Source: an optimization exercise on an open RTL-to-GDS flow (aim: small area). Production flows keep margins and buffers that such runs may drop.
At most, simulation tests tie the RTL to the original design; equivalence was not proved.
Only the layout flow was run in runs 1 to 3; the RTL was not checked for function there.
Power figures rest on the tool's default switching activity, not on a simulated workload.

## flow/run.sh

```bash
#!/bin/bash
# synth_recipe.tcl (not shown) runs the flow's synth.tcl, then flattens the netlist and writes it again
# the make line also repeats each setting of config.mk as NAME=value (left out here)
make -C /OpenROAD-flow-scripts/flow DESIGN_CONFIG=/design/flow/config.mk WORK_HOME=/design/flow/orfs CLKGATE_MAP_FILE= SYNTH_SCRIPT=/design/flow/synth_recipe.tcl finish
```

## flow/config.mk

```make
export PLATFORM = sky130hd
export DESIGN_NAME = cnn_pool_top
export DESIGN_NICKNAME = cnn_pool_top
export VERILOG_FILES = /design/flow/design.v
export SDC_FILE = /design/flow/constraint.sdc
export NUM_CORES = 4
export LEC_CHECK = 0
export CAP_MARGIN = 20
export CORE_MARGIN = 2
export CORE_UTILIZATION = 40
export SLEW_MARGIN = 20
```

## flow/constraint.sdc

```tcl
create_clock -name core_clock -period 10.0 [get_ports {clk}]
set_input_delay 2.0000 -clock core_clock [delete_from_list [all_inputs] [get_ports {clk}]]
set_output_delay 2.0000 -clock core_clock [all_outputs]
set_load 0.01 [all_outputs]
```

## flow/design.v

```verilog
package cnn_geom_pkg;
    localparam int CI     = 3;
    localparam int PIX_BW = 16;
    localparam int IMG_W  = 8;
    localparam int IMG_H  = 8;
    localparam int POOL_W = IMG_W / 2;
    localparam int COL_BW = 3;
    localparam int ROW_BW = 3;
endpackage
package cnn_ctrl_pkg;
    typedef enum logic {
        POOL_MAX = 1'b0,
        POOL_AVG = 1'b1
    } pool_op_e;
    typedef enum logic [1:0] {
        S_IDLE = 2'd0,
        S_RUN  = 2'd1,
        S_HOLD = 2'd2
    } pool_state_e;
endpackage
import cnn_geom_pkg::*;
module relu_stage (
    input  logic [CI*PIX_BW-1:0]     i_pixel,
    output logic [CI*(PIX_BW-1)-1:0] o_pixel
);
    for (genvar c = 0; c < CI; c++) begin : g_ch
        logic [PIX_BW-1:0] ch_pix;
        assign ch_pix = i_pixel[c*PIX_BW +: PIX_BW];
        assign o_pixel[c*(PIX_BW-1) +: PIX_BW-1] =
            ch_pix[PIX_BW-1] ? '0 : ch_pix[PIX_BW-2:0];
    end
endmodule
import cnn_geom_pkg::*;
module line_buffer (
    input  logic              clk,
    input  logic              i_shift,
    input  logic              i_odd_col,
    input  logic              i_odd_row,
    input  cnn_ctrl_pkg::pool_op_e i_op,
    input  logic [PIX_BW-2:0] i_word,
    output logic [PIX_BW-2:0] o_result
);
    logic [PIX_BW:0] ring [POOL_W];
    logic [PIX_BW:0] acc_in;
    logic [PIX_BW:0] acc_out;
    assign acc_in = i_odd_col ? ring[POOL_W-1]
                  : (i_odd_row ? ring[0] : '0);
    pool_unit u_pool_unit (
        .i_op   (i_op),
        .i_acc  (acc_in),
        .i_word (i_word),
        .o_acc  (acc_out)
    );
    always_ff @(posedge clk) begin
        if (i_shift) begin
            ring[POOL_W-1] <= acc_out;
            if (!i_odd_col) begin
                for (int i = 0; i < POOL_W-1; i++) begin
                    ring[i] <= ring[i+1];
                end
            end
        end
    end
    assign o_result = ring[POOL_W-1][PIX_BW:2];
endmodule
import cnn_geom_pkg::*;
import cnn_ctrl_pkg::*;
module pool_unit (
    input  cnn_ctrl_pkg::pool_op_e  i_op,
    input  logic [PIX_BW:0]         i_acc,
    input  logic [PIX_BW-2:0]       i_word,
    output logic [PIX_BW:0]         o_acc
);
    logic [PIX_BW:0]   sum;
    logic [PIX_BW+1:0] carry;
    logic [PIX_BW-1:0] borrow;
    logic [PIX_BW-2:0] top;
    logic              keep;
    assign carry[0] = 1'b0;
    for (genvar i = 0; i <= PIX_BW; i++) begin : g_add
        if (i < PIX_BW-1) begin : g_fa
            assign sum[i]     = i_acc[i] ^ i_word[i] ^ carry[i];
            assign carry[i+1] = (i_acc[i] & i_word[i]) | (carry[i] & (i_acc[i] ^ i_word[i]));
        end else begin : g_ha
            assign sum[i]     = i_acc[i] ^ carry[i];
            assign carry[i+1] = i_acc[i] & carry[i];
        end
    end
    assign top       = i_acc[PIX_BW:2];
    assign borrow[0] = 1'b0;
    for (genvar i = 0; i < PIX_BW-1; i++) begin : g_cmp
        assign borrow[i+1] = (~top[i] & i_word[i]) | (~(top[i] ^ i_word[i]) & borrow[i]);
    end
    assign keep = ~borrow[PIX_BW-1];
    always_comb begin
        case (i_op)
            POOL_AVG: o_acc = sum;
            default:  o_acc = keep ? {top, 2'b00} : {i_word, 2'b00};
        endcase
    end
endmodule
import cnn_geom_pkg::*;
import cnn_ctrl_pkg::*;
module pool_ctrl (
    input  logic                 clk,
    input  logic                 reset_n,
    input  logic                 i_valid,
    output logic                 o_ready,
    input  cnn_ctrl_pkg::pool_op_e i_pool_op,
    output cnn_ctrl_pkg::pool_op_e o_op,
    output logic                 o_shift,
    output logic                 o_odd_col,
    output logic                 o_odd_row,
    output logic                 o_valid,
    output logic                 o_last,
    input  logic                 i_ready
);
    cnn_ctrl_pkg::pool_op_e op_q;
    logic [COL_BW-1:0] col;
    logic [ROW_BW-1:0] row;
    logic              accept;
    logic              frame_start;
    logic              win_done;
    assign o_ready = ~(o_valid & ~i_ready);
    assign accept  = i_valid & o_ready;
    assign frame_start = (row == '0) & (col == '0);
    assign win_done    = accept & row[0] & col[0];
    assign o_op      = cnn_ctrl_pkg::pool_op_e'(frame_start ? i_pool_op : op_q);
    assign o_shift   = accept;
    assign o_odd_col = col[0];
    assign o_odd_row = row[0];
    always_ff @(posedge clk or negedge reset_n) begin
        if (!reset_n) begin
            op_q    <= POOL_MAX;
            col     <= '0;
            row     <= '0;
            o_valid <= 1'b0;
            o_last  <= 1'b0;
        end else begin
            if (accept) begin
                if (frame_start) op_q <= i_pool_op;
                {row, col} <= {row, col} + 1'b1;
            end
            if (win_done) begin
                o_valid <= 1'b1;
                o_last  <= (row == ROW_BW'(IMG_H - 1)) & (col == COL_BW'(IMG_W - 1));
            end else if (i_ready) begin
                o_valid <= 1'b0;
                o_last  <= 1'b0;
            end
        end
    end
endmodule
import cnn_geom_pkg::*;
import cnn_ctrl_pkg::*;
module cnn_pool_top (
    input  logic                 clk,
    input  logic                 reset_n,
    input  logic                 i_valid,
    output logic                 o_ready,
    input  logic [CI*PIX_BW-1:0] i_pixel,
    input  cnn_ctrl_pkg::pool_op_e             i_pool_op,
    output logic                 o_valid,
    output logic [CI*PIX_BW-1:0] o_pool,
    output logic                 o_last,
    input  logic                 i_ready
);
    logic [CI*(PIX_BW-1)-1:0] relu_pix;
    logic                     shift;
    logic                     odd_col;
    logic                     odd_row;
    cnn_ctrl_pkg::pool_op_e   op;
    relu_stage u_relu (
        .i_pixel (i_pixel),
        .o_pixel (relu_pix)
    );
    for (genvar c = 0; c < CI; c++) begin : g_ch
        logic [PIX_BW-2:0] result;
        line_buffer u_line_buffer (
            .clk       (clk),
            .i_shift   (shift),
            .i_odd_col (odd_col),
            .i_odd_row (odd_row),
            .i_op      (op),
            .i_word    (relu_pix[c*(PIX_BW-1) +: PIX_BW-1]),
            .o_result  (result)
        );
        assign o_pool[c*PIX_BW +: PIX_BW] = {1'b0, result};
    end
    pool_ctrl u_pool_ctrl (
        .clk       (clk),
        .reset_n   (reset_n),
        .i_valid   (i_valid),
        .o_ready   (o_ready),
        .i_pool_op (i_pool_op),
        .o_op      (op),
        .o_shift   (shift),
        .o_odd_col (odd_col),
        .o_odd_row (odd_row),
        .o_valid   (o_valid),
        .o_last    (o_last),
        .i_ready   (i_ready)
    );
endmodule
```

==> results.py, run 1 <==
metrics = {
    "worst_setup_path": {
        "worst_r2r_startpoint": "u_pool_ctrl.col[0]$_DFFE_PN0P_",
        "setup.worst_path.end_class": "register",
        "worst-endpoint-arrival_ps": 8820,
        "rr_worst_depth": 27,
        "cp_common_cell": "sky130_fd_sc_hd__fa_1",
        "setup.worst_path.start_class": "input port",
        "r2r-end": "g_ch[2].u_line_buffer.ring[3][16]$_DFFE_PP_",
        "critical-path-max-stage-delay_ps": 820,
        "setup.reg_to_reg.worst_slack_ps": 2680,
        "crit_type": "input port to register",
        "required_ps": 10240,
        "critical_path.slowest_cell": "sky130_fd_sc_hd__clkdlybuf4s50_1",
        "crit_path_max_fanout": 15,
    },
    "timing": {
        "setup-tns-final_ps": 0,
        "final_hold_violation_count": 0,
        "drv_slew": 0,
        "rsz0062_at_grt": "false",
        "worstMarginPinSlew_ps": 1070,
        "layout_worst_path_cycle_share_pct": 85.8,
        "max_clock_freq_mhz": 117,
        "timing.clock.skew_ps": 10.2,
        "timing.final.ws_setup_ps": 1420,
        "period_needed_ps": 8580,
        "setup_viol": 0,
        "maxSlewHeadroom_pct": 28.8,
    },
    "global_routing": {
        "groute.usage.overall_pct": 15.9,
        "via_count_of_the_first_global_routing_pass": 6626,
        "grt_overflow": 0,
        "grt_antenna_before_repair": 0,
        "grt_start_max_net_pins": 82,
        "grt_first_pass_wirelength_um": 36300,
    },
    "routing": {
        "drt.antenna.violating_nets": 0,
        "drtIter0Drc": 418,
        "met3_wirelength_um": 1160,
        "route.vias.total": 6436,
        "highest_layer": "met4",
        "drtPass1Iterations": 5,
        "post_drt_wl_per_cell_um": 18.5,
        "avgViaCountPerCell": 5.27,
        "totalWireLength_um": 22600,
        "drt-met1-wl_um": 10600,
        "met2RoutedLength_um": 10300,
        "count_of_unresolved_drc_violations_after_routing": 0,
    },
    "placement": {
        "placed_cells": 1179,
        "placement.cell_area_um2": 12100,
        "globalplace.congestion": 0.823,
        "place_worst_setup_slack_ps": 890,
        "post-dp-hpwl_um": 15000,
        "portBuffers": 100,
    },
    "layout": {
        "fin_area_um2": 12800,
        "fin_cells": 1221,
        "num_antenna_cells": 0,
        "layout.nets": 1013,
        "synthToLayoutAreaGrowth_pct": 16.1,
        "post_route_cells_drive_above_1_share_pct": 7.27,
        "fill_cells": 2428,
    },
    "cts": {
        "insertion_delay_ps": 510,
        "cts_buffer_depth": 3,
        "post_cts_resize_count": 0,
        "post-cts-setup-buffers": 0,
        "cts_tree": "built",
        "cts_root_buf": "sky130_fd_sc_hd__clkbuf_16",
        "cts_hold_buffers": 0,
        "clkTransAtPathRegs_ps": 60,
        "cts.sink_count": 213,
        "htree_num_levels": 1,
        "tritoncts.num_buffers": 24,
    },
    "synth": {
        "most_frequently_used_flop_master_after_synthesis": "sky130_fd_sc_hd__edfxtp_1",
        "yosysWarnings": 4,
        "part_of_the_yosys_area_used_for_sequential_elements_pct": 57.4,
        "synthesized_netlist_cell_count": 799,
        "synth.cell_area_um2": 11100,
        "synth.ff_latch_count": 213,
        "asyncSetResetFlopFracSynth_pct": 4.23,
        "number_of_enable_flip_flop_cells_after_synthesis": 204,
        "yosysUniqueCellTypes": 55,
        "synth.avg_cell_area_um2": 13.8,
    },
    "min_path": {
        "timing.hold.worst_path_depth": 0,
        "min_path_type": "register to register",
        "min_delay_worst_endpoint": "g_ch[1].u_line_buffer.ring[1][14]$_DFFE_PP_",
        "holdCritStartpoint": "g_ch[1].u_line_buffer.ring[2][14]$_DFFE_PP_",
    },
    "floorplanning": {
        "floorplan.initialDensity_pct": 40.9,
        "die_h_um": 170,
        "die_width_um": 170,
        "top_level_ports": 104,
        "area_of_the_placeable_core_um2": 27000,
        "dieArea_um2": 29000,
        "floorplan.rows": 60,
    },
    "flow_run": {
        "maxCapViolCount": 0,
    },
    "power_and_ir_drop": {
        "totalPowerFinal_mw": 4.08,
        "vdd.ir_drop.worst_uv": 158,
        "p_clk_share_pct": 20.1,
        "power.static_leakage_nw": 5.04,
        "pwr_density_nw_per_um2": 318,
        "seq_power_share_pct": 39.0,
        "comb_power_share_pct": 40.8,
        "cellInternalPower_mw": 2.62,
        "sw_frac_of_total_pct": 35.8,
        "netSwitchingPower_mw": 1.46,
    },
    "status": {
        "run_status": "no timing/DRC/antenna violations",
    },
}
[worst max-delay path, delay by kind of cell]
family	cells	cell delay (ps)
adders and majority gates	16	5260
buffers and inverters	7	1190
muxes	2	200
and+or+nand+nor	1	150
[metal layers]
metal / global-route usage [%] / vias to the layer above
met5: 0 / -
met4: 4.09 / 0
li1: - / 3028
met2: 24.8 / 160
met3: 2.98 / 36
met1: 22.9 / 3212
[cell type report]
type                       count  area, um2  area share (%)
tap                          341        427            3.32
inverter                      79        297            2.31
clock buffer                  31        648            5.05
multi-input combinational    434       3940            30.7
timing repair buffer         112       1090            8.50
clock inverter                11       78.8           0.614
sequential                   213       6350            49.5
[per-stage QoR]
step | hold slack [ps] | utilization [%]
2_1_floorplan | 400 | -
3_3_place_gp | 400 | 44.8
3_5_place_dp | 405 | 44.8
4_1_cts | 410 | 47.5
5_1_grt | 414 | 47.5
6_report | 411 | 47.5
[synthesized netlist by cell type, types with 18 or more instances]
| library cell | n | area share (%) |
|---|---|---|
| sky130_fd_sc_hd__mux2i_1 | 24 | 2.2 |
| sky130_fd_sc_hd__a221o_1 | 19 | 1.7 |
| sky130_fd_sc_hd__fa_1 | 42 | 7.6 |
| sky130_fd_sc_hd__inv_1 | 78 | 2.6 |
| sky130_fd_sc_hd__nor2b_1 | 34 | 1.9 |
| sky130_fd_sc_hd__buf_4 | 48 | 3.3 |
| sky130_fd_sc_hd__nor2_1 | 30 | 1.0 |
| sky130_fd_sc_hd__a22oi_1 | 42 | 2.9 |
| sky130_fd_sc_hd__ha_1 | 54 | 6.1 |
| sky130_fd_sc_hd__nand2_1 | 18 | 0.61 |
| sky130_fd_sc_hd__a21oi_1 | 23 | 1.0 |
| sky130_fd_sc_hd__edfxtp_1 | 204 | 55 |
| sky130_fd_sc_hd__and2_1 | 20 | 1.1 |
[flip-flops by register name, summed over array words and instances, names as in the netlist]
name	count
g_ch.u_line_buffer.ring	204
u_pool_ctrl.col	3
u_pool_ctrl.row	3
u_pool_ctrl.o_last	1
u_pool_ctrl.o_valid	1
u_pool_ctrl.op_q	1
[logic make-up after synthesis]
kind of cell,Yosys count,synth area share [%]
AO/OA/AOI/OAI,148,10.9
XOR/XNOR,7,0.554
adder cells (fa/ha/maj),96,13.7
buffers and inverters,154,7.14
flip-flops,213,57.4
multiplexers,26,2.38
other,1,0.0339
AND/OR/NAND/NOR,154,7.82
[how the worst max path moves through the flow]
stage           startpoint  cells past startpoint                                          end
2_1_floorplan      i_ready                      3   g_ch[0].u_line_buffer.ring[0][0]$_DFFE_PP_
3_3_place_gp   i_pixel[31]                     26  g_ch[1].u_line_buffer.ring[3][15]$_DFFE_PP_
3_5_place_dp   i_pixel[15]                     26  g_ch[0].u_line_buffer.ring[3][15]$_DFFE_PP_
4_1_cts        i_pixel[15]                     26  g_ch[0].u_line_buffer.ring[3][15]$_DFFE_PP_
5_1_grt        i_pixel[15]                     27  g_ch[0].u_line_buffer.ring[3][16]$_DFFE_PP_
6_report       i_pixel[15]                     26  g_ch[0].u_line_buffer.ring[3][15]$_DFFE_PP_
[power groups by stage]
| stage | clock (mW) | sequential (mW) | combinational (mW) |
|---|---|---|---|
| CTS | 0.847 | 1.60 | 1.69 |
| global placement | 0 | 1.60 | 1.66 |
| global route | 0.877 | 1.63 | 1.88 |
| detailed placement | 0 | 1.61 | 1.67 |
| finish | 0.821 | 1.59 | 1.66 |
| floorplan | 0 | 1.56 | 1.29 |
[layout by cell type (no fill, tap or decap), types with 8 or more instances in the layout]
cell type and count:
sky130_fd_sc_hd__a211oi_1 11, sky130_fd_sc_hd__a21oi_1 23, sky130_fd_sc_hd__a221o_1 19, sky130_fd_sc_hd__a22oi_1 42
sky130_fd_sc_hd__and2_1 19, sky130_fd_sc_hd__buf_4 12, sky130_fd_sc_hd__clkbuf_16 25, sky130_fd_sc_hd__clkdlybuf4s50_1 100
sky130_fd_sc_hd__dfrtp_1 8, sky130_fd_sc_hd__edfxtp_1 204, sky130_fd_sc_hd__fa_1 42, sky130_fd_sc_hd__ha_1 54
sky130_fd_sc_hd__inv_1 78, sky130_fd_sc_hd__mux2i_1 24, sky130_fd_sc_hd__nand2_1 18, sky130_fd_sc_hd__nand2b_1 14
sky130_fd_sc_hd__nand3_1 8, sky130_fd_sc_hd__nor2_1 29, sky130_fd_sc_hd__nor2b_1 33, sky130_fd_sc_hd__nor4_1 10
sky130_fd_sc_hd__o21ai_0 11
==> inputs of run 2 (changes only) <==
--- a/flow/design.v
+++ b/flow/design.v
@@ -20,15 +20,12 @@
 endpackage
 import cnn_geom_pkg::*;
 module relu_stage (
-    input  logic [CI*PIX_BW-1:0]     i_pixel,
-    output logic [CI*(PIX_BW-1)-1:0] o_pixel
-);
-    for (genvar c = 0; c < CI; c++) begin : g_ch
-        logic [PIX_BW-1:0] ch_pix;
-        assign ch_pix = i_pixel[c*PIX_BW +: PIX_BW];
-        assign o_pixel[c*(PIX_BW-1) +: PIX_BW-1] =
-            ch_pix[PIX_BW-1] ? '0 : ch_pix[PIX_BW-2:0];
-    end
+    input  logic [PIX_BW-1:0] i_pixel,
+    output logic [PIX_BW-2:0] o_mag,
+    output logic              o_neg
+);
+    assign o_mag = i_pixel[PIX_BW-2:0];
+    assign o_neg = i_pixel[PIX_BW-1];
 endmodule
 import cnn_geom_pkg::*;
 module line_buffer (
@@ -37,7 +34,8 @@
     input  logic              i_odd_col,
     input  logic              i_odd_row,
     input  cnn_ctrl_pkg::pool_op_e i_op,
-    input  logic [PIX_BW-2:0] i_word,
+    input  logic [PIX_BW-2:0] i_mag,
+    input  logic              i_neg,
     output logic [PIX_BW-2:0] o_result
 );
     logic [PIX_BW:0] ring [POOL_W];
@@ -48,7 +46,8 @@
     pool_unit u_pool_unit (
         .i_op   (i_op),
         .i_acc  (acc_in),
-        .i_word (i_word),
+        .i_mag  (i_mag),
+        .i_neg  (i_neg),
         .o_acc  (acc_out)
     );
     always_ff @(posedge clk) begin
@@ -68,19 +67,22 @@
 module pool_unit (
     input  cnn_ctrl_pkg::pool_op_e  i_op,
     input  logic [PIX_BW:0]         i_acc,
-    input  logic [PIX_BW-2:0]       i_word,
+    input  logic [PIX_BW-2:0]       i_mag,
+    input  logic                    i_neg,
     output logic [PIX_BW:0]         o_acc
 );
+    logic [PIX_BW-2:0] addend;
     logic [PIX_BW:0]   sum;
     logic [PIX_BW+1:0] carry;
     logic [PIX_BW-1:0] borrow;
     logic [PIX_BW-2:0] top;
     logic              keep;
+    assign addend = (i_op == POOL_AVG && !i_neg) ? i_mag : '0;
     assign carry[0] = 1'b0;
     for (genvar i = 0; i <= PIX_BW; i++) begin : g_add
         if (i < PIX_BW-1) begin : g_fa
-            assign sum[i]     = i_acc[i] ^ i_word[i] ^ carry[i];
-            assign carry[i+1] = (i_acc[i] & i_word[i]) | (carry[i] & (i_acc[i] ^ i_word[i]));
+            assign sum[i]     = i_acc[i] ^ addend[i] ^ carry[i];
+            assign carry[i+1] = (i_acc[i] & addend[i]) | (carry[i] & (i_acc[i] ^ addend[i]));
         end else begin : g_ha
             assign sum[i]     = i_acc[i] ^ carry[i];
             assign carry[i+1] = i_acc[i] & carry[i];
@@ -89,15 +91,10 @@
     assign top       = i_acc[PIX_BW:2];
     assign borrow[0] = 1'b0;
     for (genvar i = 0; i < PIX_BW-1; i++) begin : g_cmp
-        assign borrow[i+1] = (~top[i] & i_word[i]) | (~(top[i] ^ i_word[i]) & borrow[i]);
-    end
-    assign keep = ~borrow[PIX_BW-1];
-    always_comb begin
-        case (i_op)
-            POOL_AVG: o_acc = sum;
-            default:  o_acc = keep ? {top, 2'b00} : {i_word, 2'b00};
-        endcase
-    end
+        assign borrow[i+1] = (~top[i] & i_mag[i]) | (~top[i] & borrow[i]) | (i_mag[i] & borrow[i]);
+    end
+    assign keep = i_neg | ~borrow[PIX_BW-1];
+    assign o_acc = (i_op == POOL_AVG || keep) ? sum : {i_mag, 2'b00};
 endmodule
 import cnn_geom_pkg::*;
 import cnn_ctrl_pkg::*;
@@ -165,24 +162,27 @@
     output logic                 o_last,
     input  logic                 i_ready
 );
-    logic [CI*(PIX_BW-1)-1:0] relu_pix;
     logic                     shift;
     logic                     odd_col;
     logic                     odd_row;
     cnn_ctrl_pkg::pool_op_e   op;
-    relu_stage u_relu (
-        .i_pixel (i_pixel),
-        .o_pixel (relu_pix)
-    );
     for (genvar c = 0; c < CI; c++) begin : g_ch
         logic [PIX_BW-2:0] result;
+        logic [PIX_BW-2:0] mag;
+        logic              neg;
+        relu_stage u_relu (
+            .i_pixel (i_pixel[c*PIX_BW +: PIX_BW]),
+            .o_mag   (mag),
+            .o_neg   (neg)
+        );
         line_buffer u_line_buffer (
             .clk       (clk),
             .i_shift   (shift),
             .i_odd_col (odd_col),
             .i_odd_row (odd_row),
             .i_op      (op),
-            .i_word    (relu_pix[c*(PIX_BW-1) +: PIX_BW-1]),
+            .i_mag     (mag),
+            .i_neg     (neg),
             .o_result  (result)
         );
         assign o_pool[c*PIX_BW +: PIX_BW] = {1'b0, result};
--- a/flow/config.mk
+++ b/flow/config.mk
@@ -5,7 +5,9 @@
 export SDC_FILE = /design/flow/constraint.sdc
 export NUM_CORES = 4
 export LEC_CHECK = 0
+export ABC_AREA = 1
 export CAP_MARGIN = 20
 export CORE_MARGIN = 2
-export CORE_UTILIZATION = 40
+export CORE_UTILIZATION = 60
+export CTS_BUF_LIST = sky130_fd_sc_hd__clkbuf_4
 export SLEW_MARGIN = 20
==> results.py, run 2 <==
metrics = {
    "status": {
        "run_status": "no timing/DRC/antenna violations",
    },
    "layout": {
        "reg_top3": "g_ch.u_line_buffer.ring (204), u_pool_ctrl.col (3), u_pool_ctrl.row (3)",
        "synthToLayoutAreaGrowth_pct": 14.7,
        "largest_register_ff_count": 204,
        "layout.cells.most_common_list": "sky130_fd_sc_hd__nand2_1 (220), sky130_fd_sc_hd__edfxtp_1 (204), sky130_fd_sc_hd__inv_1 (131), sky130_fd_sc_hd__clkdlybuf4s50_1 (100), sky130_fd_sc_hd__clkbuf_4 (77)",
        "fill_cells": 1268,
        "largest_register": "g_ch.u_line_buffer.ring",
        "layout_commonest_cell": "sky130_fd_sc_hd__nand2_1",
        "post-route-util_pct": 69.6,
        "multi_input_comb_area_um2": 3010,
        "post_route_cells_drive_above_1_share_pct": 10.1,
        "sequential_cell_area_um2": 6350,
        "layout.nets": 1101,
    },
    "synth": {
        "synth.ff_latch_count": 213,
        "synth.cell_area_um2": 10400,
        "most_frequently_used_flop_master_after_synthesis": "sky130_fd_sc_hd__edfxtp_1",
        "synth.avg_cell_area_um2": 11.5,
        "synth_top_cell_by_area": "sky130_fd_sc_hd__edfxtp_1",
        "asyncSetResetFlopFracSynth_pct": 4.23,
        "yosysWarnings": 3,
        "yosys.area.top_type_share_pct": 59.0,
        "synthTopCellsByArea": "sky130_fd_sc_hd__edfxtp_1 (59%), sky130_fd_sc_hd__fa_1 (8.1%), sky130_fd_sc_hd__nand2_1 (8.0%), sky130_fd_sc_hd__inv_1 (4.8%), sky130_fd_sc_hd__buf_4 (3.8%)",
        "most_used_standard_cells_in_the_synthesized_netlist": "sky130_fd_sc_hd__nand2_1 (220), sky130_fd_sc_hd__edfxtp_1 (204), sky130_fd_sc_hd__inv_1 (132), sky130_fd_sc_hd__nand3_1 (75), sky130_fd_sc_hd__buf_4 (53)",
        "synthesized_netlist_cell_count": 903,
        "yosysUniqueCellTypes": 29,
        "number_of_enable_flip_flop_cells_after_synthesis": 204,
        "part_of_the_yosys_area_used_for_sequential_elements_pct": 61.2,
        "most_frequently_used_cell_type_in_the_post_synthesis_netlist": "sky130_fd_sc_hd__nand2_1",
    },
    "global_routing": {
        "grt_start_max_net_pins": 66,
        "grt_first_pass_wirelength_um": 33300,
        "grt_antenna_before_repair": 2,
        "groute.usage.overall_pct": 23.4,
        "via_count_of_the_first_global_routing_pass": 6679,
        "grt_overflow": 0,
    },
    "power_and_ir_drop": {
        "pwr_density_nw_per_um2": 316,
        "totalPowerFinal_mw": 3.76,
        "vdd.ir_drop.worst_uv": 175,
        "power.static_leakage_nw": 5.22,
    },
    "timing": {
        "final_hold_violation_count": 0,
        "layout_worst_path_cycle_share_pct": 89.3,
        "worstMarginPinSlew_ps": 986,
        "timing.clock.skew_ps": 36.7,
        "drv_slew": 0,
        "maxSlewHeadroom_pct": 34.1,
        "rsz0062_at_grt": "false",
        "worst_hold_slack_ps": 394,
        "setup-tns-final_ps": 0,
        "period_needed_ps": 8930,
        "max_clock_freq_mhz": 112,
        "setup_viol": 0,
    },
    "placement": {
        "globalplace.congestion": 0.915,
        "portBuffers": 100,
        "post-dp-hpwl_um": 13600,
    },
    "routing": {
        "post_drt_wl_per_cell_um": 16.6,
        "route.vias.total": 6744,
        "count_of_unresolved_drc_violations_after_routing": 0,
        "drtPass1Iterations": 6,
        "drt.antenna.violating_nets": 0,
        "totalWireLength_um": 20900,
        "drtIter0Drc": 519,
        "avgViaCountPerCell": 5.34,
    },
    "worst_setup_path": {
        "required_ps": 10410,
        "critical-path-max-stage-delay_ps": 420,
        "worst-endpoint-arrival_ps": 9340,
        "setup.reg_to_reg.worst_slack_ps": 1910,
        "setup.worst_path.end_class": "register",
        "crit_type": "input port to register",
        "critical_path.slowest_cell": "sky130_fd_sc_hd__clkdlybuf4s50_1",
        "setup.worst_path.start_class": "input port",
        "crit_path_max_fanout": 13,
        "cp_common_cell": "sky130_fd_sc_hd__fa_1",
    },
    "cts": {
        "cts_root_buf": "sky130_fd_sc_hd__clkbuf_4",
        "htree_num_levels": 2,
        "cts_buffer_depth": 3,
        "insertion_delay_ps": 660,
        "cts_tree": "built",
        "cts.sink_count": 213,
        "post_cts_resize_count": 0,
        "clkTransAtPathRegs_ps": 70,
        "tritoncts.num_buffers": 55,
        "post-cts-setup-buffers": 0,
        "cts_hold_buffers": 0,
    },
    "floorplanning": {
        "floorplan.rows": 48,
        "die_h_um": 136,
        "floorplan.initialDensity_pct": 60.7,
        "dieArea_um2": 18400,
        "area_of_the_placeable_core_um2": 17100,
        "top_level_ports": 104,
        "die_width_um": 136,
    },
    "min_path": {
        "min_path_type": "register to register",
    },
    "flow_run": {
        "maxCapViolCount": 0,
    },
}
[run 2: logic make-up after synthesis]
| kind of cell | share of synthesized area, % |
|---|---|
| xor gates and xnor gates | 0.591 |
| adders and majority gates | 9.18 |
| DFF | 61.2 |
| and+or+nand+nor | 14.2 |
| buffers and inverters | 10.0 |
| AOI/OAI and AO/OA | 4.82 |
| other | 0.0361 |
[run 2: stage by stage]
| stage | cell area [um2] | instances | worst slack, ps |
|---|---|---|---|
| floorplan | 10400 | 905 | 647 |
| global placement | 11200 | 1165 | 756 |
| detailed placement | 11200 | 1165 | 444 |
| CTS | 11900 | 1261 | 1140 |
| global route | 11900 | 1262 | 792 |
| finish | 11900 | 1262 | 1070 |
[run 2: power breakdown]
group / internal (mW) / switching (mW)
registers: 1.43 / 0.158
clock network: 0.407 / 0.345
logic: 0.533 / 0.892
[run 2: path summary, 6_finish.rpt]
path | start | endpoint | cells after the start
min in group asynchronous | reset_n | u_pool_ctrl.o_last$_DFFE_PN0P_ | 1
worst max-delay path | i_pool_op | g_ch[2].u_line_buffer.ring[3][16]$_DFFE_PP_ | 29
worst min-delay path | g_ch[0].u_line_buffer.ring[2][7]$_DFFE_PP_ | g_ch[0].u_line_buffer.ring[1][7]$_DFFE_PP_ | 0
worst max register to register | u_pool_ctrl.col[0]$_DFFE_PN0P_ | g_ch[2].u_line_buffer.ring[3][16]$_DFFE_PP_ | 27
max in group asynchronous | reset_n | u_pool_ctrl.col[0]$_DFFE_PN0P_ | 1
worst min register to register | g_ch[0].u_line_buffer.ring[2][7]$_DFFE_PP_ | g_ch[0].u_line_buffer.ring[1][7]$_DFFE_PP_ | 0
[run 2: layout make-up]
class / count / area share [%]
clock buffer: 77 / 4.85
inverter: 134 / 4.22
clock inverter: 19 / 1.08
antenna: 1 / 0.0210
multi-input combinational: 486 / 25.3
timing repair buffer: 107 / 8.85
tap: 225 / 2.36
sequential: 213 / 53.3
[run 2: critical path: cells and delay by family]
| kind | cells | cell delay [ps] |
|---|---|---|
| compound gates | 1 | 250 |
| buf+inv | 7 | 1110 |
| simple gates | 4 | 310 |
| xor+xnor | 1 | 180 |
| fa+ha+maj | 16 | 5490 |
[run 2: routing by layer]
metal | vias up | part of all wire (%) | GRT usage [%]
met1 | 3271 | 46 | 34.9
met3 | 25 | 7.9 | 5.27
li1 | 3166 | - | -
met5 | - | 0 | 0
met2 | 282 | 45 | 34.2
met4 | 0 | 1.4 | 8.45
==> inputs of run 3 (changes only) <==
--- a/flow/config.mk
+++ b/flow/config.mk
@@ -8,6 +8,5 @@
 export ABC_AREA = 1
 export CAP_MARGIN = 20
 export CORE_MARGIN = 2
-export CORE_UTILIZATION = 60
-export CTS_BUF_LIST = sky130_fd_sc_hd__clkbuf_4
+export CORE_UTILIZATION = 40
 export SLEW_MARGIN = 20
==> results.py, run 3 <==
metrics = {
    "worst_setup_path": {
        "worstSetupPathDepth": 29,
        "crit_path_max_fanout": 13,
        "critical_path.slowest_cell": "sky130_fd_sc_hd__fa_1",
        "worst-endpoint-arrival_ps": 9160,
        "timing.critical_path.max_delay_family": "adder cells",
        "cp_common_cell": "sky130_fd_sc_hd__fa_1",
        "rr_worst_depth": 31,
        "required_ps": 10250,
        "setup.worst_path.end_class": "register",
        "crit_type": "input port to register",
        "critical_path_buf_inv_count": 7,
        "setup.worst_path.start_class": "input port",
        "critical-path-max-stage-delay_ps": 410,
    },
    "placement": {
        "globalplace.congestion": 0.852,
        "placed_cells": 1270,
        "portBuffers": 100,
        "post-dp-hpwl_um": 13600,
        "place_worst_setup_slack_ps": 562,
        "placement.cell_area_um2": 11300,
    },
    "floorplanning": {
        "floorplan.initialDensity_pct": 41.0,
        "area_of_the_placeable_core_um2": 25300,
        "die_h_um": 165,
        "top_level_ports": 104,
        "die_width_um": 165,
        "floorplan.rows": 58,
        "dieArea_um2": 27300,
    },
    "timing": {
        "setup-tns-final_ps": 0,
        "worstMarginPinSlew_ps": 1010,
        "final_hold_violation_count": 0,
        "maxSlewHeadroom_pct": 32.6,
        "layout_worst_path_cycle_share_pct": 89.0,
        "drv_slew": 0,
        "rsz0062_at_grt": "false",
        "worst_hold_slack_ps": 415,
        "setup_viol": 0,
        "timing.final.ws_setup_ps": 1100,
        "max_clock_freq_mhz": 112,
        "period_needed_ps": 8900,
        "timing.clock.skew_ps": 8.07,
    },
    "routing": {
        "drtIter0Drc": 571,
        "route.vias.total": 6292,
        "count_of_unresolved_drc_violations_after_routing": 0,
        "drtPass1Iterations": 5,
        "totalWireLength_um": 20500,
        "avgViaCountPerCell": 4.78,
        "post_drt_wl_per_cell_um": 15.6,
        "drt.antenna.violating_nets": 0,
    },
    "cts": {
        "cts_buffer_depth": 3,
        "cts_tree": "built",
        "cts_hold_buffers": 0,
        "tritoncts.num_buffers": 25,
        "clkTransAtPathRegs_ps": 60,
        "htree_num_levels": 1,
        "insertion_delay_ps": 500,
        "post-cts-setup-buffers": 0,
        "cts_root_buf": "sky130_fd_sc_hd__clkbuf_16",
        "post_cts_resize_count": 0,
        "cts.sink_count": 213,
    },
    "power_and_ir_drop": {
        "totalPowerFinal_mw": 3.83,
        "comb_power_share_pct": 36.6,
        "netSwitchingPower_mw": 1.37,
        "p_clk_share_pct": 22.1,
        "cellInternalPower_mw": 2.46,
        "seq_power_share_pct": 41.3,
        "vdd.ir_drop.worst_uv": 121,
        "pwr_density_nw_per_um2": 317,
        "sw_frac_of_total_pct": 35.7,
        "power.static_leakage_nw": 5.18,
    },
    "synth": {
        "synth.ff_latch_count": 213,
        "most_frequently_used_flop_master_after_synthesis": "sky130_fd_sc_hd__edfxtp_1",
        "synthXorXnorAreaFrac_pct": 0.591,
        "asyncSetResetFlopFracSynth_pct": 4.23,
        "yosysUniqueCellTypes": 29,
        "synthSimpleGateAreaFrac_pct": 14.2,
        "part_of_the_yosys_area_used_for_sequential_elements_pct": 61.2,
        "synth_top_cell_by_area": "sky130_fd_sc_hd__edfxtp_1",
        "most_frequently_used_cell_type_in_the_post_synthesis_netlist": "sky130_fd_sc_hd__nand2_1",
        "yosysWarnings": 3,
        "synth_fa_ha_area_share_pct": 9.18,
        "synthMuxAreaShare_pct": 0,
        "synth.cell_area_um2": 10400,
        "yosys.area.top_type_share_pct": 59.0,
        "number_of_enable_flip_flop_cells_after_synthesis": 204,
        "most_used_standard_cells_in_the_synthesized_netlist": "sky130_fd_sc_hd__nand2_1 (220), sky130_fd_sc_hd__edfxtp_1 (204), sky130_fd_sc_hd__inv_1 (132), sky130_fd_sc_hd__nand3_1 (75), sky130_fd_sc_hd__buf_4 (53)",
        "synthesized_netlist_cell_count": 903,
        "largest_family_of_logic_cells_by_synthesized_area": "simple AND/OR/NAND/NOR gates",
        "synthTopCellsByArea": "sky130_fd_sc_hd__edfxtp_1 (59%), sky130_fd_sc_hd__fa_1 (8.1%), sky130_fd_sc_hd__nand2_1 (8.0%), sky130_fd_sc_hd__inv_1 (4.8%), sky130_fd_sc_hd__buf_4 (3.8%)",
        "synth.avg_cell_area_um2": 11.5,
        "post_synthesis_compound_gate_area_fraction_pct": 4.82,
    },
    "min_path": {
        "min_path_type": "register to register",
        "timing.hold.worst_path_depth": 0,
    },
    "global_routing": {
        "via_count_of_the_first_global_routing_pass": 6011,
        "groute.usage.overall_pct": 15.3,
        "grt_start_max_net_pins": 82,
        "grt_overflow": 0,
        "grt_first_pass_wirelength_um": 32700,
        "grt_antenna_before_repair": 2,
    },
    "status": {
        "run_status": "no timing/DRC/antenna violations",
    },
    "layout": {
        "layout.cells.most_common_list": "sky130_fd_sc_hd__nand2_1 (220), sky130_fd_sc_hd__edfxtp_1 (204), sky130_fd_sc_hd__inv_1 (131), sky130_fd_sc_hd__clkdlybuf4s50_1 (100), sky130_fd_sc_hd__nand3_1 (75)",
        "largest_register_ff_count": 204,
        "layout.nets": 1071,
        "synthToLayoutAreaGrowth_pct": 16.6,
        "layout_commonest_cell": "sky130_fd_sc_hd__nand2_1",
        "fin_cells": 1317,
        "post-route-util_pct": 47.8,
        "post_route_cells_drive_above_1_share_pct": 5.89,
        "largest_register": "g_ch.u_line_buffer.ring",
        "reg_top3": "g_ch.u_line_buffer.ring (204), u_pool_ctrl.col (3), u_pool_ctrl.row (3)",
        "fin_area_um2": 12100,
    },
    "flow_run": {
        "maxCapViolCount": 0,
    },
}
[run 3: cell count changes in the layout (fill, tap and decap cells not counted), sizes merged]
cell / previous run / this run
diode: 1 / 2
clkinvlp: 0 / 1
clkinv: 17 / 13
clkbuf: 77 / 29
[run 3: cell families after synthesis]
| kind of cell | after synthesis |
|---|---|
| buf+inv | 206 |
| simple gates | 352 |
| flops | 213 |
| xor+xnor | 7 |
| fa+ha+maj | 51 |
| other cells | 1 |
| compound gates | 73 |
[run 3: final cells by class]
cell class | count | area (um2)
Tap cell | 330 | 413
Multi-Input combinational cell | 486 | 3010
Inverter | 134 | 503
Fill cell | 2254 | 13200
Sequential cell | 213 | 6350
Clock inverter | 16 | 126
Clock buffer | 29 | 641
Timing Repair Buffer | 107 | 1050
Antenna cell | 2 | 5.00
[run 3: worst paths after layout]
check,from,endpoint,slack [ps]
setup / recovery,i_pool_op,g_ch[0].u_line_buffer.ring[3][16]$_DFFE_PP_,1100
hold / removal,g_ch[0].u_line_buffer.ring[2][9]$_DFFE_PP_,g_ch[0].u_line_buffer.ring[1][9]$_DFFE_PP_,420
setup reg to reg,u_pool_ctrl.col[0]$_DFFE_PN0P_,g_ch[0].u_line_buffer.ring[3][16]$_DFFE_PP_,2130
hold reg to reg,g_ch[0].u_line_buffer.ring[2][9]$_DFFE_PP_,g_ch[0].u_line_buffer.ring[1][9]$_DFFE_PP_,420
max in group asynchronous,reset_n,u_pool_ctrl.col[0]$_DFFE_PN0P_,7870
min in group asynchronous,reset_n,u_pool_ctrl.row[2]$_DFFE_PN0P_,1810
[run 3: layer usage]
| layer | up-vias | share of wire, % | global-route usage (%) |
|---|---|---|---|
| li1 | 3078 | - | - |
| met3 | 23 | 5.7 | 2.45 |
| met2 | 171 | 42 | 21.2 |
| met1 | 3020 | 51 | 24.5 |
| met4 | 0 | 1.4 | 4.35 |
| met5 | - | 0 | 0 |
[run 3: power groups by stage]
stage	clock network (mW)	registers [mW]	logic, mW
global route	0.908	1.62	1.61
detailed placement	0	1.60	1.41
finish	0.845	1.58	1.40
CTS	0.871	1.59	1.43
floorplan	0	1.57	1.10
global placement	0	1.59	1.41
==> inputs of run 4 (changes only) <==
--- a/flow/design.v
+++ b/flow/design.v
@@ -38,11 +38,18 @@
     input  logic              i_neg,
     output logic [PIX_BW-2:0] o_result
 );
-    logic [PIX_BW:0] ring [POOL_W];
-    logic [PIX_BW:0] acc_in;
-    logic [PIX_BW:0] acc_out;
-    assign acc_in = i_odd_col ? ring[POOL_W-1]
-                  : (i_odd_row ? ring[0] : '0);
+    logic [PIX_BW:0]   tail;
+    logic [PIX_BW-1:0] ring [POOL_W-1];
+    logic [PIX_BW-1:0] folded;
+    logic [PIX_BW:0]   head;
+    logic [PIX_BW:0]   acc_in;
+    logic [PIX_BW:0]   acc_out;
+    logic              avg;
+    assign avg = (i_op == cnn_ctrl_pkg::POOL_AVG);
+    assign folded = {tail[PIX_BW-1:1], avg ? tail[0] : tail[PIX_BW]};
+    assign head   = {~avg & ring[0][0], ring[0][PIX_BW-1:1], avg & ring[0][0]};
+    assign acc_in = i_odd_col ? tail
+                  : (i_odd_row ? head : '0);
     pool_unit u_pool_unit (
         .i_op   (i_op),
         .i_acc  (acc_in),
@@ -52,15 +59,16 @@
     );
     always_ff @(posedge clk) begin
         if (i_shift) begin
-            ring[POOL_W-1] <= acc_out;
+            tail <= acc_out;
             if (!i_odd_col) begin
-                for (int i = 0; i < POOL_W-1; i++) begin
+                ring[POOL_W-2] <= folded;
+                for (int i = 0; i < POOL_W-2; i++) begin
                     ring[i] <= ring[i+1];
                 end
             end
         end
     end
-    assign o_result = ring[POOL_W-1][PIX_BW:2];
+    assign o_result = tail[PIX_BW:2];
 endmodule
 import cnn_geom_pkg::*;
 import cnn_ctrl_pkg::*;
@@ -122,6 +130,7 @@
     assign accept  = i_valid & o_ready;
     assign frame_start = (row == '0) & (col == '0);
     assign win_done    = accept & row[0] & col[0];
+    assign o_last = o_valid & frame_start;
     assign o_op      = cnn_ctrl_pkg::pool_op_e'(frame_start ? i_pool_op : op_q);
     assign o_shift   = accept;
     assign o_odd_col = col[0];
@@ -132,7 +141,6 @@
             col     <= '0;
             row     <= '0;
             o_valid <= 1'b0;
-            o_last  <= 1'b0;
         end else begin
             if (accept) begin
                 if (frame_start) op_q <= i_pool_op;
@@ -140,10 +148,8 @@
             end
             if (win_done) begin
                 o_valid <= 1'b1;
-                o_last  <= (row == ROW_BW'(IMG_H - 1)) & (col == COL_BW'(IMG_W - 1));
             end else if (i_ready) begin
                 o_valid <= 1'b0;
-                o_last  <= 1'b0;
             end
         end
     end
==> results.py, run 4 <==
metrics = {
    "placement": {
        "globalplace.congestion": 0.804,
        "portBuffers": 100,
        "placed_cells": 1252,
        "post-dp-hpwl_um": 13000,
    },
    "layout": {
        "fin_cells": 1292,
        "post-route-util_pct": 47.1,
        "largest_register_ff_count": 144,
        "synthToLayoutAreaGrowth_pct": 16.6,
        "num_antenna_cells": 0,
        "reg_top3": "g_ch.u_line_buffer.ring (144), g_ch.u_line_buffer.tail (51)",
        "fill_cells": 2300,
        "post_route_cells_drive_above_1_share_pct": 6.44,
        "layout.nets": 1050,
        "largest_register": "g_ch.u_line_buffer.ring",
        "layout_commonest_cell": "sky130_fd_sc_hd__nand2_1",
        "layout.cells.most_common_list": "sky130_fd_sc_hd__nand2_1 (202), sky130_fd_sc_hd__edfxtp_1 (195), sky130_fd_sc_hd__inv_1 (126), sky130_fd_sc_hd__clkdlybuf4s50_1 (100), sky130_fd_sc_hd__nand3_1 (71)",
    },
    "cts": {
        "cts_root_buf": "sky130_fd_sc_hd__clkbuf_16",
        "cts_buffer_depth": 3,
        "cts.sink_count": 203,
        "insertion_delay_ps": 500,
        "post_cts_resize_count": 0,
        "tritoncts.num_buffers": 23,
        "cts_tree": "built",
        "cts_hold_buffers": 0,
        "post-cts-setup-buffers": 0,
        "htree_num_levels": 1,
        "clkTransAtPathRegs_ps": 60,
    },
    "routing": {
        "drtPass1Iterations": 5,
        "avgViaCountPerCell": 4.83,
        "totalWireLength_um": 20000,
        "drtIter0Drc": 330,
        "post_drt_wl_per_cell_um": 15.5,
        "drt.antenna.violating_nets": 0,
        "route.vias.total": 6234,
        "count_of_unresolved_drc_violations_after_routing": 0,
    },
    "global_routing": {
        "grt_overflow": 0,
        "via_count_of_the_first_global_routing_pass": 6264,
        "groute.usage.overall_pct": 15.5,
        "grt_antenna_before_repair": 0,
        "grt_first_pass_wirelength_um": 32500,
        "grt_start_max_net_pins": 82,
    },
    "synth": {
        "most_used_standard_cells_in_the_synthesized_netlist": "sky130_fd_sc_hd__nand2_1 (202), sky130_fd_sc_hd__edfxtp_1 (195), sky130_fd_sc_hd__inv_1 (127), sky130_fd_sc_hd__nand3_1 (71), sky130_fd_sc_hd__buf_4 (56)",
        "yosysWarnings": 3,
        "synth.avg_cell_area_um2": 11.4,
        "synth_top_cell_by_area": "sky130_fd_sc_hd__edfxtp_1",
        "part_of_the_yosys_area_used_for_sequential_elements_pct": 59.8,
        "yosysUniqueCellTypes": 36,
        "most_frequently_used_flop_master_after_synthesis": "sky130_fd_sc_hd__edfxtp_1",
        "yosys.area.top_type_share_pct": 57.9,
        "number_of_enable_flip_flop_cells_after_synthesis": 195,
        "synth.ff_latch_count": 203,
        "synthesized_netlist_cell_count": 885,
        "most_frequently_used_cell_type_in_the_post_synthesis_netlist": "sky130_fd_sc_hd__nand2_1",
        "synth.cell_area_um2": 10100,
        "synthTopCellsByArea": "sky130_fd_sc_hd__edfxtp_1 (58%), sky130_fd_sc_hd__fa_1 (8.3%), sky130_fd_sc_hd__nand2_1 (7.5%), sky130_fd_sc_hd__inv_1 (4.7%), sky130_fd_sc_hd__buf_4 (4.2%)",
        "asyncSetResetFlopFracSynth_pct": 3.94,
    },
    "timing": {
        "timing.clock.skew_ps": 15.3,
        "rsz0062_at_grt": "false",
        "setup-tns-final_ps": 0,
        "final_hold_violation_count": 0,
        "setup_viol": 0,
        "period_needed_ps": 9040,
        "maxSlewHeadroom_pct": 32.8,
        "drv_slew": 0,
        "max_clock_freq_mhz": 111,
        "worst_hold_slack_ps": 415,
        "layout_worst_path_cycle_share_pct": 90.4,
        "worstMarginPinSlew_ps": 1010,
    },
    "worst_setup_path": {
        "critical-path-max-stage-delay_ps": 420,
        "setup.worst_path.start_class": "input port",
        "crit_path_max_fanout": 6,
        "critical_path.slowest_cell": "sky130_fd_sc_hd__clkdlybuf4s50_1",
        "crit_type": "input port to register",
        "cp_common_cell": "sky130_fd_sc_hd__fa_1",
        "worst-endpoint-arrival_ps": 9300,
        "required_ps": 10250,
        "setup.worst_path.end_class": "register",
    },
    "floorplanning": {
        "top_level_ports": 104,
        "die_width_um": 163,
        "dieArea_um2": 26600,
        "floorplan.rows": 58,
        "die_h_um": 163,
        "floorplan.initialDensity_pct": 40.4,
        "area_of_the_placeable_core_um2": 25000,
    },
    "power_and_ir_drop": {
        "power.static_leakage_nw": 5.03,
        "totalPowerFinal_mw": 3.55,
        "vdd.ir_drop.worst_uv": 120,
        "pwr_density_nw_per_um2": 301,
    },
    "min_path": {
        "min_path_type": "register to register",
    },
    "status": {
        "run_status": "no timing/DRC/antenna violations",
    },
    "flow_run": {
        "maxCapViolCount": 0,
    },
}
## run 4: logic make-up after synthesis
| logic type | share of synthesized area [%] |
|---|---|
| AOI/OAI and AO/OA | 5.35 |
| and+or+nand+nor | 14.8 |
| xor gates and xnor gates | 0.692 |
| DFF | 59.8 |
| buffers and inverters | 10.0 |
| adders and majority gates | 9.30 |
| other | 0.0371 |
## run 4: layout make-up
| type | count | area, um2 | share of cell area (%) |
|---|---|---|---|
| repair buffers | 108 | 1060 | 8.99 |
| flip-flops and latches | 203 | 6060 | 51.3 |
| well taps | 330 | 413 | 3.50 |
| clock buffers | 32 | 609 | 5.16 |
| multi-input cells | 481 | 3070 | 26.0 |
| clock inverters | 8 | 110 | 0.933 |
| inverters | 130 | 488 | 4.13 |
## run 4: power breakdown
part | switching (mW) | total [mW] | leakage (nW) | internal (mW)
Sequential | 0.133 | 1.46 | 1.96 | 1.33
Combinational | 0.804 | 1.28 | 2.73 | 0.474
Clock | 0.312 | 0.812 | 0.347 | 0.499
## run 4: final timing paths
path | start | endpoint | slack, ps | cells past startpoint
worst max-delay path | i_pool_op | g_ch[0].u_line_buffer.tail[16]$_DFFE_PP_ | 960 | 29
worst min-delay path | g_ch[2].u_line_buffer.ring[1][10]$_DFFE_PP_ | g_ch[2].u_line_buffer.ring[0][10]$_DFFE_PP_ | 410 | 0
min in group asynchronous | reset_n | u_pool_ctrl.col[1]$_DFFE_PN0P_ | 1800 | 1
max in group asynchronous | reset_n | u_pool_ctrl.col[0]$_DFFE_PN0P_ | 7890 | 1
worst max register to register | u_pool_ctrl.col[0]$_DFFE_PN0P_ | g_ch[0].u_line_buffer.tail[16]$_DFFE_PP_ | 1760 | 31
worst min register to register | g_ch[2].u_line_buffer.ring[1][10]$_DFFE_PP_ | g_ch[2].u_line_buffer.ring[0][10]$_DFFE_PP_ | 410 | 0
## run 4: worst max-delay path, delay by kind of cell
family,cells,cell delay [ps]
XOR/XNOR,1,160
adder cells (fa/ha/maj),16,5360
buffers and inverters,6,990
AND/OR/NAND/NOR,4,580
AO/OA/AOI/OAI,2,190
## run 4: through the flow
stage	instance area, um2	worst slack, ps
5_1_grt	11800	659
3_3_place_gp	11100	537
6_report	11800	957
4_1_cts	11800	952
2_1_floorplan	10100	960
3_5_place_dp	11100	418
## run 4: metal layers
layer / vias up / wire length, um / GRT usage, %
li1: 3023 / - / -
met2: 131 / 8920 / 24.1
met4: 0 / 350 / 3.70
met5: - / 0 / 0
met3: 24 / 1010 / 3.30
met1: 3056 / 9690 / 22.3
==> inputs of run 5 (changes only) <==
--- a/flow/config.mk
+++ b/flow/config.mk
@@ -9,4 +9,7 @@
 export CAP_MARGIN = 20
 export CORE_MARGIN = 2
 export CORE_UTILIZATION = 40
+export CTS_BUF_LIST = sky130_fd_sc_hd__clkbuf_2 sky130_fd_sc_hd__clkbuf_4 sky130_fd_sc_hd__clkbuf_8
+export CTS_CLUSTER_DIAMETER = 60
+export CTS_CLUSTER_SIZE = 20
 export SLEW_MARGIN = 20
==> results.py, run 5 <==
metrics = {
    "floorplanning": {
        "floorplan.rows": 58,
        "top_level_ports": 104,
        "die_h_um": 163,
        "floorplan.initialDensity_pct": 40.4,
        "die_width_um": 163,
        "dieArea_um2": 26600,
        "area_of_the_placeable_core_um2": 25000,
    },
    "synth": {
        "most_frequently_used_flop_master_after_synthesis": "sky130_fd_sc_hd__edfxtp_1",
        "synth.avg_cell_area_um2": 11.4,
        "yosys.area.top_type_share_pct": 57.9,
        "yosysWarnings": 3,
        "synthTopCellsByArea": "sky130_fd_sc_hd__edfxtp_1 (58%), sky130_fd_sc_hd__fa_1 (8.3%), sky130_fd_sc_hd__nand2_1 (7.5%), sky130_fd_sc_hd__inv_1 (4.7%), sky130_fd_sc_hd__buf_4 (4.2%)",
        "most_frequently_used_cell_type_in_the_post_synthesis_netlist": "sky130_fd_sc_hd__nand2_1",
        "yosysUniqueCellTypes": 36,
        "synth_top_cell_by_area": "sky130_fd_sc_hd__edfxtp_1",
        "synth.cell_area_um2": 10100,
        "synthesized_netlist_cell_count": 885,
        "asyncSetResetFlopFracSynth_pct": 3.94,
        "part_of_the_yosys_area_used_for_sequential_elements_pct": 59.8,
        "most_used_standard_cells_in_the_synthesized_netlist": "sky130_fd_sc_hd__nand2_1 (202), sky130_fd_sc_hd__edfxtp_1 (195), sky130_fd_sc_hd__inv_1 (127), sky130_fd_sc_hd__nand3_1 (71), sky130_fd_sc_hd__buf_4 (56)",
        "number_of_enable_flip_flop_cells_after_synthesis": 195,
        "synth.ff_latch_count": 203,
    },
    "cts": {
        "cts_root_buf": "sky130_fd_sc_hd__clkbuf_8",
        "post_cts_resize_count": 0,
        "clkTransAtPathRegs_ps": 100,
        "insertion_delay_ps": 530,
        "cts_buffer_depth": 3,
        "htree_num_levels": 1,
        "cts_hold_buffers": 0,
        "cts_tree": "built",
        "tritoncts.num_buffers": 18,
        "cts.sink_count": 203,
        "post-cts-setup-buffers": 0,
    },
    "routing": {
        "totalWireLength_um": 20000,
        "met3_wirelength_um": 1050,
        "route.vias.total": 6178,
        "post_drt_wl_per_cell_um": 15.6,
        "drt-met1-wl_um": 9570,
        "highest_layer": "met4",
        "met2RoutedLength_um": 8980,
        "drtPass1Iterations": 5,
        "drt.antenna.violating_nets": 0,
        "drtIter0Drc": 369,
        "count_of_unresolved_drc_violations_after_routing": 0,
        "avgViaCountPerCell": 4.81,
    },
    "global_routing": {
        "grt_overflow": 0,
        "grt_first_pass_wirelength_um": 32500,
        "via_count_of_the_first_global_routing_pass": 6164,
        "groute.usage.overall_pct": 15.4,
        "grt_start_max_net_pins": 82,
        "grt_antenna_before_repair": 0,
    },
    "placement": {
        "placement.cell_area_um2": 11100,
        "place_worst_setup_slack_ps": 418,
        "portBuffers": 100,
        "globalplace.congestion": 0.804,
        "post-dp-hpwl_um": 13000,
    },
    "layout": {
        "post_route_cells_drive_above_1_share_pct": 6.81,
        "largest_register": "g_ch.u_line_buffer.ring",
        "fin_area_um2": 11500,
        "reg_top3": "g_ch.u_line_buffer.ring (144), g_ch.u_line_buffer.tail (51)",
        "layout.nets": 1045,
        "layout_commonest_cell": "sky130_fd_sc_hd__nand2_1",
        "largest_register_ff_count": 144,
        "num_antenna_cells": 0,
        "layout.cells.most_common_list": "sky130_fd_sc_hd__nand2_1 (202), sky130_fd_sc_hd__edfxtp_1 (195), sky130_fd_sc_hd__inv_1 (126), sky130_fd_sc_hd__clkdlybuf4s50_1 (100), sky130_fd_sc_hd__nand3_1 (71)",
        "post-route-util_pct": 45.8,
        "synthToLayoutAreaGrowth_pct": 13.4,
    },
    "worst_setup_path": {
        "setup.worst_path.end_class": "register",
        "cp_common_cell": "sky130_fd_sc_hd__fa_1",
        "worst-endpoint-arrival_ps": 9300,
        "critical_path.slowest_cell": "sky130_fd_sc_hd__clkdlybuf4s50_1",
        "required_ps": 10290,
        "setup.worst_path.start_class": "input port",
        "critical-path-max-stage-delay_ps": 420,
        "crit_type": "input port to register",
        "crit_path_max_fanout": 6,
    },
    "min_path": {
        "min_path_type": "register to register",
    },
    "flow_run": {
        "maxCapViolCount": 0,
    },
    "timing": {
        "max_clock_freq_mhz": 111,
        "drv_slew": 0,
        "setup-tns-final_ps": 0,
        "worstMarginPinSlew_ps": 1020,
        "rsz0062_at_grt": "false",
        "setup_viol": 0,
        "layout_worst_path_cycle_share_pct": 90.1,
        "maxSlewHeadroom_pct": 32.1,
        "worst_hold_slack_ps": 419,
        "timing.final.ws_setup_ps": 994,
        "timing.clock.skew_ps": 18.6,
        "final_hold_violation_count": 0,
        "period_needed_ps": 9010,
    },
    "power_and_ir_drop": {
        "comb_power_share_pct": 39.1,
        "pwr_density_nw_per_um2": 284,
        "seq_power_share_pct": 44.9,
        "vdd.ir_drop.worst_uv": 128,
        "netSwitchingPower_mw": 1.24,
        "sw_frac_of_total_pct": 38.0,
        "p_clk_share_pct": 16.0,
        "cellInternalPower_mw": 2.02,
        "power.static_leakage_nw": 4.88,
    },
    "status": {
        "run_status": "no timing/DRC/antenna violations",
    },
}
==> run 5: cell count changes in the layout (fill, tap and decap cells not counted), sizes merged <==
cell,delta
clkinvlp,+2
inv,+5
clkbuf,-13
bufinv,-2
==> run 5: critical path: cells and delay by family <==
family	cells	cell delay [ps]
buf+inv	6	1000
simple gates	4	580
fa+ha+maj	16	5360
compound gates	2	190
xor+xnor	1	160
==> run 5: power groups by stage <==
stage	Combinational, mW	Clock [mW]	Sequential [mW]
after floorplan	1.01	0	1.45
after global placement	1.28	0	1.48
after detailed placement	1.29	0	1.48
after CTS	1.30	0.550	1.47
after global routing	1.46	0.577	1.50
final	1.28	0.523	1.46
==> run 5: worst paths after layout <==
path / from / to / slack, ps / cells after the start
min: g_ch[1].u_line_buffer.ring[1][3]$_DFFE_PP_ / g_ch[1].u_line_buffer.ring[0][3]$_DFFE_PP_ / 420 / 0
max in group asynchronous: reset_n / u_pool_ctrl.col[0]$_DFFE_PN0P_ / 7920 / 1
min reg2reg: g_ch[1].u_line_buffer.ring[1][3]$_DFFE_PP_ / g_ch[1].u_line_buffer.ring[0][3]$_DFFE_PP_ / 420 / 0
max reg2reg: u_pool_ctrl.col[0]$_DFFE_PN0P_ / g_ch[0].u_line_buffer.tail[16]$_DFFE_PP_ / 1750 / 31
min in group asynchronous: reset_n / u_pool_ctrl.op_q$_DFFE_PN0P_ / 1750 / 1
max: i_pool_op / g_ch[0].u_line_buffer.tail[16]$_DFFE_PP_ / 990 / 29
==> run 5: kinds of logic (layout without fill, tap and decap cells) <==
logic type / after synthesis / count (layout) / synth area share [%]
adder cells (fa/ha/maj): 50 / 50 / 9.30
AND/OR/NAND/NOR: 341 / 341 / 14.8
flip-flops: 203 / 203 / 59.8
buffers and inverters: 203 / 270 / 10.0
XOR/XNOR: 8 / 8 / 0.692
AO/OA/AOI/OAI: 79 / 79 / 5.35
other: 1 / 3 / 0.0371
==> run 5: area by class of cell <==
cell class,instances,area (um2)
fillers,2345,13600
flip-flops and latches,203,6060
multi-input cells,481,3070
repair buffers,108,1060
inverters,130,488
well taps,330,413
clock buffers,19,262
clock inverters,13,133
==> run 5: metal layers <==
layer  GRT usage, %  vias to the layer above
li1               -                     3002
met1           22.3                     3019
met2           24.1                      133
met3           3.17                       24
met4           3.58                        0
met5              0                        -
==> run 5: per-stage QoR <==
step	cells	total power, mW
floorplan	887	2.46
global placement	1252	2.76
detailed placement	1252	2.77
CTS	1284	3.32
global route	1284	3.53
finish	1284	3.26
==> inputs of run 6 (changes only) <==
==> flow/flow/run.sh (new file) <==
#!/bin/bash
# The standard layout (the standard.sh, unchanged ORFS steps) with
# three settings that only reduce cell area:
#  - ABC maps the logic for area alone (flow/abc_area.script: no buffering
#    or upsizing in ABC; OpenROAD repairs slew, load and timing later);
#  - the port buffers are the smallest buffer, buf_1, not clkdlybuf4s50_1;
#  - CTS uses small clock buffers and no dummy loads.
# Each tool's output goes to a log file of its own in this folder.
set -euo pipefail
W=$PWD

rm -rf "$W/scripts_area"
cp -r "$FLOW_HOME/scripts" "$W/scripts_area"
cp "$W/flow/abc_area.script" "$W/scripts_area/abc_area.script"
export SCRIPTS_DIR="$W/scripts_area"

export BUFFER_PORTS_ARGS="-buffer_cell sky130_fd_sc_hd__buf_1"
export CTS_ARGS="-sink_clustering_enable -repair_clock_nets -sink_clustering_size 20 -sink_clustering_max_diameter 60 -buf_list {sky130_fd_sc_hd__clkbuf_2 sky130_fd_sc_hd__clkbuf_4 sky130_fd_sc_hd__clkbuf_8} -dont_use_dummy_load"

bash standard.sh synth > "$W/synth.log" 2>&1
bash standard.sh > "$W/layout.log" 2>&1
==> flow/flow/abc_area.script (new file) <==
strash
dc2
dch -f
map -a
topo
==> flow/standard.sh (new file) <==
#!/bin/bash
# synth_recipe.tcl (not shown) runs the flow's synth.tcl, then flattens the netlist and writes it again
# the make line also repeats each setting of config.mk as NAME=value (left out here)
make -C /OpenROAD-flow-scripts/flow DESIGN_CONFIG=/design/flow/config.mk WORK_HOME=/design/flow/orfs CLKGATE_MAP_FILE= SYNTH_SCRIPT=/design/flow/synth_recipe.tcl "${@:-finish}"
--- a/flow/config.mk
+++ b/flow/config.mk
@@ -9,7 +9,4 @@
 export CAP_MARGIN = 20
 export CORE_MARGIN = 2
 export CORE_UTILIZATION = 40
-export CTS_BUF_LIST = sky130_fd_sc_hd__clkbuf_2 sky130_fd_sc_hd__clkbuf_4 sky130_fd_sc_hd__clkbuf_8
-export CTS_CLUSTER_DIAMETER = 60
-export CTS_CLUSTER_SIZE = 20
 export SLEW_MARGIN = 20
removed: flow/run.sh
==> results.py, run 6 <==
metrics = {
    "routing": {
        "count_of_unresolved_drc_violations_after_routing": 0,
        "post_drt_wl_per_cell_um": 16.7,
        "drt.antenna.violating_nets": 0,
        "avgViaCountPerCell": 5.01,
        "drtPass1Iterations": 4,
        "totalWireLength_um": 18000,
        "drtIter0Drc": 449,
        "route.vias.total": 5402,
    },
    "synth": {
        "synthXorXnorAreaFrac_pct": 0.750,
        "synthTopCellsByArea": "sky130_fd_sc_hd__edfxtp_1 (63%), sky130_fd_sc_hd__fa_1 (9.0%), sky130_fd_sc_hd__nor2_1 (4.1%), sky130_fd_sc_hd__buf_4 (3.9%), sky130_fd_sc_hd__a22o_2 (3.6%)",
        "part_of_the_yosys_area_used_for_sequential_elements_pct": 64.8,
        "synth.ff_latch_count": 203,
        "most_frequently_used_flop_master_after_synthesis": "sky130_fd_sc_hd__edfxtp_1",
        "synth.avg_cell_area_um2": 13.7,
        "post_synthesis_compound_gate_area_fraction_pct": 11.6,
        "number_of_enable_flip_flop_cells_after_synthesis": 195,
        "synth.cell_area_um2": 9350,
        "yosysWarnings": 3,
        "synthesized_netlist_cell_count": 682,
        "synthMuxAreaShare_pct": 0,
        "yosys.area.top_type_share_pct": 62.7,
        "asyncSetResetFlopFracSynth_pct": 3.94,
        "most_frequently_used_cell_type_in_the_post_synthesis_netlist": "sky130_fd_sc_hd__edfxtp_1",
        "yosysUniqueCellTypes": 25,
        "most_used_standard_cells_in_the_synthesized_netlist": "sky130_fd_sc_hd__edfxtp_1 (195), sky130_fd_sc_hd__nor2_1 (101), sky130_fd_sc_hd__clkinv_1 (79), sky130_fd_sc_hd__a21oi_1 (51), sky130_fd_sc_hd__buf_4 (48)",
        "synthSimpleGateAreaFrac_pct": 5.69,
        "synth_top_cell_by_area": "sky130_fd_sc_hd__edfxtp_1",
        "synth_fa_ha_area_share_pct": 10.1,
        "largest_family_of_logic_cells_by_synthesized_area": "compound AO/OA/AOI/OAI gates",
    },
    "power_and_ir_drop": {
        "seq_power_share_pct": 50.1,
        "comb_power_share_pct": 35.6,
        "power.static_leakage_nw": 3.49,
        "cellInternalPower_mw": 1.88,
        "sw_frac_of_total_pct": 36.2,
        "pwr_density_nw_per_um2": 292,
        "p_clk_share_pct": 14.4,
        "totalPowerFinal_mw": 2.95,
        "vdd.ir_drop.worst_uv": 141,
        "netSwitchingPower_mw": 1.07,
    },
    "timing": {
        "maxSlewHeadroom_pct": 31.9,
        "rsz0062_at_grt": "false",
        "setup_viol": 0,
        "final_hold_violation_count": 0,
        "setup-tns-final_ps": 0,
        "timing.clock.skew_ps": 58.5,
        "max_clock_freq_mhz": 110,
        "layout_worst_path_cycle_share_pct": 90.6,
        "worst_hold_slack_ps": 400,
        "drv_slew": 0,
        "period_needed_ps": 9060,
        "worstMarginPinSlew_ps": 1020,
        "timing.final.ws_setup_ps": 940,
    },
    "worst_setup_path": {
        "crit_path_max_fanout": 7,
        "timing.critical_path.max_delay_family": "adder cells",
        "setup.reg_to_reg.worst_slack_ps": 1580,
        "setup.worst_path.end_class": "register",
        "setup.worst_path.start_class": "input port",
        "worst-endpoint-arrival_ps": 9310,
        "crit_type": "input port to register",
        "critical_path.slowest_cell": "sky130_fd_sc_hd__fa_1",
        "critical_path_buf_inv_count": 6,
        "required_ps": 10250,
        "critical-path-max-stage-delay_ps": 420,
        "cp_common_cell": "sky130_fd_sc_hd__fa_1",
    },
    "placement": {
        "post-dp-hpwl_um": 12000,
        "portBuffers": 100,
        "globalplace.congestion": 0.829,
        "place_worst_setup_slack_ps": 429,
        "placement.cell_area_um2": 9870,
        "placed_cells": 1059,
    },
    "layout": {
        "post-route-util_pct": 44.5,
        "largest_register": "g_ch.u_line_buffer.ring",
        "synthToLayoutAreaGrowth_pct": 8.39,
        "post_route_cells_drive_above_1_share_pct": 9.54,
        "layout.nets": 870,
        "reg_top3": "g_ch.u_line_buffer.ring (144), g_ch.u_line_buffer.tail (51)",
        "largest_register_ff_count": 144,
        "layout_commonest_cell": "sky130_fd_sc_hd__edfxtp_1",
        "fin_cells": 1079,
        "fin_area_um2": 10100,
        "layout.cells.most_common_list": "sky130_fd_sc_hd__edfxtp_1 (195), sky130_fd_sc_hd__buf_1 (100), sky130_fd_sc_hd__nor2_1 (99), sky130_fd_sc_hd__clkinv_1 (78), sky130_fd_sc_hd__a21oi_1 (51)",
    },
    "global_routing": {
        "via_count_of_the_first_global_routing_pass": 5404,
        "grt_antenna_before_repair": 2,
        "groute.usage.overall_pct": 15.0,
        "grt_overflow": 0,
        "grt_start_max_net_pins": 77,
        "grt_first_pass_wirelength_um": 29000,
    },
    "cts": {
        "clkTransAtPathRegs_ps": 90,
        "cts_tree": "built",
        "cts.sink_count": 203,
        "cts_root_buf": "sky130_fd_sc_hd__clkbuf_8",
        "insertion_delay_ps": 520,
        "cts_buffer_depth": 3,
        "post_cts_resize_count": 0,
        "post-cts-setup-buffers": 0,
        "tritoncts.num_buffers": 19,
        "htree_num_levels": 1,
        "cts_hold_buffers": 0,
    },
    "floorplanning": {
        "top_level_ports": 104,
        "die_width_um": 157,
        "floorplan.initialDensity_pct": 41.0,
        "dieArea_um2": 24600,
        "area_of_the_placeable_core_um2": 22800,
        "die_h_um": 157,
        "floorplan.rows": 55,
    },
    "flow_run": {
        "maxCapViolCount": 0,
    },
    "status": {
        "run_status": "no timing/DRC/antenna violations",
    },
    "min_path": {
        "min_path_type": "register to register",
    },
}
[run 6: cell type report]
class	instances	area [um2]
Fill cell	2060	12600
Clock buffer	19	262
Inverter	79	297
Sequential cell	203	6060
Antenna cell	1	2.50
Multi-Input combinational cell	354	2670
Timing Repair Buffer	110	450
Tap cell	313	392
[run 6: power by group through the flow]
stage	clock network (mW)	registers (mW)	logic, mW
finish	0.424	1.48	1.05
CTS	0.445	1.49	1.07
floorplan	0	1.49	0.848
global route	0.479	1.51	1.20
global placement	0	1.49	1.05
detailed placement	0	1.50	1.06
[run 6: cell families after synthesis]
family / Yosys count
fa+ha+maj: 50
buf+inv: 127
xor+xnor: 8
flops: 203
simple gates: 136
compound gates: 157
other cells: 1
[run 6: worst paths after layout]
path	from	cells past startpoint	to
worst max-delay path	i_pool_op	28	g_ch[0].u_line_buffer.tail[16]$_DFFE_PP_
worst min-delay path	g_ch[2].u_line_buffer.ring[2][2]$_DFFE_PP_	0	g_ch[2].u_line_buffer.ring[1][2]$_DFFE_PP_
worst max register to register	u_pool_ctrl.col[0]$_DFFE_PN0P_	30	g_ch[0].u_line_buffer.tail[16]$_DFFE_PP_
worst min register to register	g_ch[2].u_line_buffer.ring[2][2]$_DFFE_PP_	0	g_ch[2].u_line_buffer.ring[1][2]$_DFFE_PP_
max in group asynchronous	reset_n	1	u_pool_ctrl.col[1]$_DFFE_PN0P_
min in group asynchronous	reset_n	1	u_pool_ctrl.col[0]$_DFFE_PN0P_
[run 6: layer usage]
| metal | GRT usage [%] | routed length, um |
|---|---|---|
| met1 | 21.8 | 8570 |
| met2 | 22.8 | 8120 |
| met3 | 2.69 | 796 |
| met4 | 5.02 | 527 |
| met5 | 0 | 0 |

Setup slack of run 6, layout unchanged: 0.940 ns with ideal ports, 0.956 ns with driving cells assumed (clock clkbuf_16, inputs buf_2), 0.423 ns with port delays also shifted by the 0.533 ns mid clock arrival.
